From an optimization exercise on the open Yosys and OpenROAD flow, aimed at small area, a short achievable clock period and few clock cycles per item; shortcuts taken in it are not production practice.
The RTL was checked by simulation tests, not by an equivalence proof against the original design.
Power figures rest on the tool's default switching activity, not on a simulated workload.

## rev 12
==> flow/design.v <==
`default_nettype none
module dmem_bus #(
  parameter int N           = 32,
  parameter int ADDR_W      = 32,
  parameter int DEPTH       = 64,
  parameter int WAIT_CYCLES = 1     
) (
  input  logic              clk,
  input  logic              rst_n,
  input  logic              req_valid,
  output logic              req_ready,
  input  logic              req_write,
  input  logic [1:0]        req_size,
  input  logic              req_unsigned,
  input  logic [ADDR_W-1:0] req_addr,
  input  logic [N-1:0]      req_wdata,
  output logic              resp_valid,
  input  logic              resp_ready,
  output logic [N-1:0]      resp_rdata,
  output logic              resp_err
);
  localparam int IDX_W = $clog2(DEPTH);
  logic [DEPTH*N-1:0] mem;       
  logic             w_accept;
  logic             w_req_err;
  logic             s1_v, s1_ld, s1_err;
  logic [3:0]       s1_be;
  logic [N-1:0]     s1_wd;
  logic [DEPTH-1:0] s1_sel;      
  logic [6:0]       s1_ctl;
  logic             s2_v, s2_ld, s2_err;
  logic [2*N-1:0]   s2_pn;      
  logic [N-1:0]     s2_word;
  logic [1:0]       s2_bsel;    
  logic             s2_hsel;    
  logic             s2_b1ext;   
  logic             s2_hiext;   
  logic             s2_sgn;     
  logic             s2_sbyte;   
  logic             out_v, out_err;
  logic [N-1:0]     out_d;
  logic             w_out_load, w_s2_stall, w_s1_stall;
  logic [2*N-1:0]   w_pn;
  logic [7:0]       w_b0;
  logic [7:0]       w_b1;
  logic             w_sign;
  logic [N-1:0]     w_res;
  logic             w_unused;
  assign w_unused = ^req_addr[ADDR_W-1:IDX_W+2];
  assign w_req_err = (req_size == 2'b11) ||
                     ((req_size == 2'b01) && req_addr[0]) ||
                     ((req_size == 2'b10) && (req_addr[1:0] != 2'b00));
  assign w_out_load = !out_v || resp_ready;
  assign w_s2_stall = s2_v && !w_out_load;
  logic r_room;
  assign w_s1_stall = !r_room && !resp_ready;
  dmem_bus_rdy u_rdy (
    .rst_n     (rst_n),
    .resp_ready(resp_ready),
    .room      (r_room),
    .ready     (req_ready)
  );
  assign w_accept  = req_valid && req_ready;
  always_ff @(posedge clk or negedge rst_n) begin
    if (!rst_n) begin
      out_v  <= 1'b0;
      s2_v   <= 1'b0;
      s2_ld  <= 1'b0;
      s2_err <= 1'b0;
      s1_v   <= 1'b0;
      s1_ld  <= 1'b0;
      s1_err <= 1'b0;
      r_room <= 1'b0;
    end else begin
      r_room <= !((w_out_load ? s2_v : out_v) &&
                  (w_s2_stall || s1_v) &&
                  (w_s1_stall || w_accept));
      if (w_out_load) out_v <= s2_v;
      if (!w_s2_stall) begin
        s2_v   <= s1_v;
        s2_ld  <= s1_ld;
        s2_err <= s1_err;
      end
      if (!w_s1_stall) begin
        s1_v   <= w_accept;
        s1_ld  <= w_accept && !req_write && !w_req_err;
        s1_err <= w_accept && w_req_err;
      end
    end
  end
  logic [3:0]   w_be;
  logic [N-1:0] w_wd;
  always_comb begin
    case (req_size)
      2'b00:   begin w_be = 4'b0001 << req_addr[1:0];           w_wd = {4{req_wdata[7:0]}}; end
      2'b01:   begin w_be = req_addr[1] ? 4'b1100 : 4'b0011; w_wd = {2{req_wdata[15:0]}}; end
      default: begin w_be = 4'b1111;                          w_wd = req_wdata; end
    endcase
    if (!(w_accept && req_write && !w_req_err)) w_be = 4'b0000;
  end
  always_ff @(posedge clk) begin
    s1_be <= w_be;
    for (int k = 0; k < 4; k++) s1_wd[8*k +: 8] <= w_wd[8*k +: 8] & {8{w_be[k]}};
  end
  always_ff @(posedge clk) begin
    if (!w_s1_stall) begin
      for (int w = 0; w < DEPTH; w++) s1_sel[w] <= (req_addr[IDX_W+1:2] == IDX_W'(w));
      s1_ctl <= {(req_size == 2'b00) ? req_addr[1:0] :
                 (req_size == 2'b01) ? {req_addr[1], 1'b0} : 2'b00,
                 (req_size == 2'b01) && req_addr[1],
                 (req_size == 2'b00),
                 (req_size != 2'b10),
                 !req_unsigned,
                 (req_size == 2'b00)};
    end
  end
  logic [DEPTH-1:0]   w_sel;
  logic [4*DEPTH-1:0] w_keep;
  logic [DEPTH*N-1:0] w_mem_nxt;
  always_comb begin
    for (int w = 0; w < DEPTH; w++) begin
      w_sel[w] = s1_sel[w];
      for (int k = 0; k < 4; k++) w_keep[4*w+k] = !(w_sel[w] && s1_be[k]);
    end
  end
  dmem_bus_wrnext #(.N(N), .DEPTH(DEPTH)) u_wrnext (
    .q   (mem),
    .keep(w_keep),
    .sel (w_sel),
    .wd  (s1_wd),
    .nxt (w_mem_nxt)
  );
  always_ff @(posedge clk) mem <= w_mem_nxt;
  dmem_bus_rdmux #(.N(N), .DEPTH(DEPTH)) u_rdmux (
    .sel (w_sel),
    .data(mem),
    .part_n(w_pn)
  );
  always_ff @(posedge clk) begin
    if (!w_s2_stall) begin
      s2_pn <= w_pn;
      {s2_bsel, s2_hsel, s2_b1ext, s2_hiext, s2_sgn, s2_sbyte} <= s1_ctl;
    end
  end
  assign s2_word = ~(s2_pn[N-1:0] & s2_pn[2*N-1:N]);
  assign w_b0   = s2_word[{s2_bsel, 3'b000} +: 8];
  assign w_b1   = s2_hsel ? s2_word[31:24] : s2_word[15:8];
  assign w_sign = s2_sgn && (s2_sbyte ? w_b0[7] : w_b1[7]);
  always_comb begin
    w_res[7:0]   = w_b0;
    w_res[15:8]  = s2_b1ext ? {8{w_sign}} : w_b1;
    w_res[31:16] = s2_hiext ? {16{w_sign}} : s2_word[31:16];
    if (!s2_ld) w_res = '0;
  end
  always_ff @(posedge clk or negedge rst_n) begin
    if (!rst_n) begin
      out_d   <= '0;
      out_err <= 1'b0;
    end else if (w_out_load) begin
      out_d   <= w_res;
      out_err <= s2_err;
    end
  end
  assign resp_valid = out_v;
  assign resp_rdata = out_d;
  assign resp_err   = out_err;
endmodule
`default_nettype wire
module dmem_bus_wrnext #(
  parameter int N     = 32,
  parameter int DEPTH = 64
) (
  input  logic [DEPTH*N-1:0] q,
  input  logic [4*DEPTH-1:0] keep,
  input  logic [DEPTH-1:0]   sel,
  input  logic [N-1:0]       wd,
  output logic [DEPTH*N-1:0] nxt
);
  always_comb begin
    for (int w = 0; w < DEPTH; w++)
      for (int b = 0; b < N; b++)
        nxt[w*N+b] = (q[w*N+b] & keep[4*w+b/8]) | (wd[b] & sel[w]);
  end
endmodule
module dmem_bus_rdmux #(
  parameter int N     = 32,
  parameter int DEPTH = 64
) (
  input  logic [DEPTH-1:0]   sel,
  input  logic [DEPTH*N-1:0] data,
  output logic [2*N-1:0]     part_n
);
  localparam int G = (DEPTH + 2) / 3;
  logic [3*G-1:0]   s3;
  logic [3*G*N-1:0] d3;
  logic [G*N-1:0]   g;                     
  always_comb begin
    s3 = '0;
    d3 = '0;
    s3[DEPTH-1:0]   = sel;
    d3[DEPTH*N-1:0] = data;
  end
  for (genvar i = 0; i < G; i++) begin : g_aoi
    for (genvar b = 0; b < N; b++) begin : g_bit
      dmem_bus_aoi222 u_aoi (
        .a0(d3[(3*i)*N+b]),   .s0(s3[3*i]),
        .a1(d3[(3*i+1)*N+b]), .s1(s3[3*i+1]),
        .a2(d3[(3*i+2)*N+b]), .s2(s3[3*i+2]),
        .y (g[i*N+b])
      );
    end
  end
  always_comb begin
    part_n = '1;
    for (int i = 0; i < G; i++)
      if (i < G/2) part_n[N-1:0]   = part_n[N-1:0]   & g[i*N +: N];
      else         part_n[2*N-1:N] = part_n[2*N-1:N] & g[i*N +: N];
  end
endmodule
module dmem_bus_rdy (
  input  logic rst_n,
  input  logic resp_ready,
  input  logic room,
  output logic ready
);
  assign ready = rst_n & (resp_ready | room);
endmodule
module dmem_bus_aoi222 (
  input  logic a0, s0, a1, s1, a2, s2,
  output logic y
);
  assign y = ~((a0 & s0) | (a1 & s1) | (a2 & s2));
endmodule
`default_nettype wire
clock: 5.0 ns
lec_check: 0
cap_margin: 20
core_margin: 2
core_utilization: 40
cts_cluster_diameter: 60
cts_cluster_size: 28
setup_slack_margin: 2.5
slew_margin: 20
synth_hierarchical: 1
synth_minimum_keep_size: 0
run.sh (not shown) runs the stock make flow with config.mk's settings and CLKGATE_MAP_FILE= SYNTH_SCRIPT=/design/flow/synth_recipe.tcl, a recipe that flattens the netlist after the stock synthesis.
Testbench counts of rev 12, summed over its fixed seeds: cycles 24,024, items 24,000.
The following lists how rev 13 was set up differently from rev 12:
Settings: a change of SETUP_SLACK_MARGIN from 2.5 to 2.6.
--- outcome ---
Cell count delta (rev 12 -> rev 13): insignificant. On cell area, rev 13 and rev 12 are basically level. The fmax of rev 13 and that of rev 12 are within noise of each other. Rev 13 and rev 12 ended up with nearly the same met1 global-route usage. The transition time at the pin with the least slew margin was comparable across rev 13 and rev 12. Between rev 13 and rev 12, the total power does not differ in any meaningful way. Any difference in routed wire length between rev 12 and rev 13 is small enough to ignore.

==> separate check: timing with driven ports <==
Ports are ideal in the flow. The routed layouts listed here were re-timed in OpenROAD.
Step 1 (the two cells are an assumption about what drives the block):
set clk [get_ports {clk}]
set_driving_cell -lib_cell sky130_fd_sc_hd__clkbuf_16 $clk
set_driving_cell -lib_cell sky130_fd_sc_hd__buf_2 [delete_from_list [all_inputs] $clk]
Step 2 moves the port delays by t, midway between the first and last clock arrival at a register: inputs arrive t later, outputs are due t later. That takes back most of the time a late clock gives input paths.
a / b / c = no drivers / after step 1 / after step 2; a / b = the first two.
| run | shift t [ns] | setup slack, ns | hold WS [ns] | latest minus earliest clock arrival (ns) |
|---|---|---|---|---|
| rev 12 | 0.907 | 2.464 / 2.375 / 1.954 | 0.239 / 0.172 / 0.452 | 0.050 / 0.051 |
| rev 13 | 0.905 | 2.461 / 2.372 / 1.960 | 0.243 / 0.175 / 0.451 | 0.051 / 0.051 |
After both steps setup and hold are still met in every run listed. The setup slack of rev 12, which loses most, moves by -0.089 ns with the drivers and by -0.510 ns with both steps.
